Background: an optimization exercise with open tools, aiming at small area, a short achievable clock period and few clock cycles per item. Do not read the settings as production practice.
Power and IR drop assume default switching activity. No driver is modelled on the clock port, so clocking that relies on it looks cheaper here than on a real chip.

## oak
Design delayed_event_flag_table_unit, start of the top module:
module delayed_event_flag_table_unit (
    input  logic                              i_clk,
    input  logic                              i_rst_n,
    input  logic                              i_cfg_we,
    input  logic [defet_pkg::CFG_IDX_W-1:0]   i_cfg_idx,
    input  logic [defet_pkg::CFG_DATA_W-1:0]  i_cfg_data,
    input  logic                              i_in_valid,
    output logic                              o_in_stall,
    input  logic [1:0]                        i_func,
    input  logic [defet_pkg::ID_W-1:0]        i_event_id,
    input  logic [defet_pkg::TIME_W-1:0]      i_now_time,
    output logic                              o_out_valid,
    input  logic                              i_out_stall,
    output logic                              o_delivered,
    output logic                              o_in_range
);
==> flow/config.mk <==
export PLATFORM = sky130hd
export DESIGN_NAME = delayed_event_flag_table_unit
export DESIGN_NICKNAME = delayed_event_flag_table_unit
export VERILOG_FILES = /design/flow/design.v
export SDC_FILE = /design/flow/constraint.sdc
export NUM_CORES = 4
export LEC_CHECK = 0
export CAP_MARGIN = 20
export CORE_MARGIN = 2
export CORE_UTILIZATION = 40
export CTS_CLUSTER_DIAMETER = 100
export CTS_CLUSTER_SIZE = 30
export SETUP_SLACK_MARGIN = 4.5
export SLEW_MARGIN = 20
==> flow/constraint.sdc <==
create_clock -name core_clock -period 7.0 [get_ports {i_clk}]
set_input_delay 1.4000 -clock core_clock [delete_from_list [all_inputs] [get_ports {i_clk}]]
set_output_delay 1.4000 -clock core_clock [all_outputs]
set_load 0.01 [all_outputs]
standard.sh (not shown) runs the stock make flow with config.mk's settings and CLKGATE_MAP_FILE= SYNTH_SCRIPT=/design/flow/synth_recipe.tcl, a recipe that flattens the netlist after the stock synthesis.
==> flow/flow/run.sh <==
#!/bin/bash
# The standard layout (the standard.sh: ORFS from the standard synthesis to
# the final layout), with two changes:
#  - the port buffers are sky130_fd_sc_hd__buf_2 cells instead of the delay
#    buffers that buffer_ports picks by default;
#  - clock tree synthesis adds no dummy loads.
# ORFS's own logs stay under orfs/logs; make's output goes to flow.log.
set -euo pipefail
export BUFFER_PORTS_ARGS="-buffer_cell sky130_fd_sc_hd__buf_2"
export CTS_ARGS="-sink_clustering_enable -repair_clock_nets -dont_use_dummy_load"
bash standard.sh > flow.log 2>&1
Setup changes, oak to pine
==> flow/run.sh (new file) <==
#!/bin/bash
# synth_recipe.tcl (not shown) runs the flow's synth.tcl, then flattens the netlist and writes it again
# the make line also repeats each setting of config.mk as NAME=value (left out here)
make -C /OpenROAD-flow-scripts/flow DESIGN_CONFIG=/design/flow/config.mk WORK_HOME=/design/flow/orfs CLKGATE_MAP_FILE= SYNTH_SCRIPT=/design/flow/synth_recipe.tcl finish
removed: flow/flow/run.sh
removed: flow/standard.sh
## What came out
Summary of pine over oak: share of power burned in the clock network moved down; cell-internal power went down; total of clock buffers placed in the layout has decreased; global-route met2 utilization now sits lower. Compared with oak, placement density in the core of pine is lower. Of the two values seen for uppermost signal routing layer after detailed routing, met4 was produced by pine and met5 by oak. Total length of routed wires in pine is 2.9% below oak. Compared with oak, pine degrades setup slack. Diff pine..oak | global-route wire length before repair | negligible. Against oak, design area in pine fell by a few percent.
Setup changes, pine to birch
Settings: CORE_UTILIZATION changed from 40 to 55.
==> flow/flow/run.sh (new file) <==
#!/bin/bash
# The standard layout (the standard.sh: ORFS from the standard synthesis to
# the final layout), with two changes:
#  - the port buffers are sky130_fd_sc_hd__buf_2 cells instead of the delay
#    buffers that buffer_ports picks by default;
#  - clock tree synthesis adds no dummy loads (CTS_ARGS replaces ORFS's
#    argument list, so it repeats the clustering settings of config.mk).
# ORFS's own logs stay under orfs/logs; make's output goes to flow.log.
set -euo pipefail
export BUFFER_PORTS_ARGS="-buffer_cell sky130_fd_sc_hd__buf_2"
export CTS_ARGS="-sink_clustering_enable -repair_clock_nets -dont_use_dummy_load -sink_clustering_size 30 -sink_clustering_max_diameter 100"
bash standard.sh > flow.log 2>&1
==> flow/standard.sh (new file) <==
#!/bin/bash
# synth_recipe.tcl (not shown) runs the flow's synth.tcl, then flattens the netlist and writes it again
# the make line also repeats each setting of config.mk as NAME=value (left out here)
make -C /OpenROAD-flow-scripts/flow DESIGN_CONFIG=/design/flow/config.mk WORK_HOME=/design/flow/orfs CLKGATE_MAP_FILE= SYNTH_SCRIPT=/design/flow/synth_recipe.tcl "${@:-finish}"
removed: flow/run.sh
[summary]
[compare] base=pine new=birch: post-route non-filler standard cell count decreased by 301 relative to the old numbers, die extent in x lower.
| sequential share of layout area | birch vs pine | 2.0 points higher |
birch vs pine: wire length of the first global-routing pass down
birch vs. pine: fraction of power spent switching nets went down by 0.55 points.
birch vs pine — starting density of the core rose 15 points.
No run of this note included a check of the RTL's function; only the layout flow was run.

-- afterwards: timing with drivers on the ports --
In the flow no input, the clock included, has a driving cell. The finished layouts below were timed again as built, in two steps. Step 1 sets driving cells, clkbuf_16 on the clock port and buf_2 on the other inputs (assumed; they add their load-dependent delay and slew). Step 2 also shifts input and output timing later by t, the mid clock arrival at the registers, as if the neighbouring blocks saw the same clock. Three values: no drivers, after step 1, after step 2; two values: the first two.
run | t (ns) | slack for setup (ns) | worst setup path at the end | worst data-port slew with drivers (ns) | cell pins on the clock port's net
oak | 0.661 | 4.391 / 4.391 / 3.985 | input to register | 0.08 | 1
pine | 0.696 | 4.337 / 4.337 / 3.911 | input to register | 0.04 | 1
birch | 0.673 | 4.449 / 4.449 / 3.963 | input to register | 0.04 | 1
After both steps setup and hold are still met in every run listed. The setup slack of birch, which loses most, moves by 0.000 ns with the drivers and by -0.486 ns with both steps.
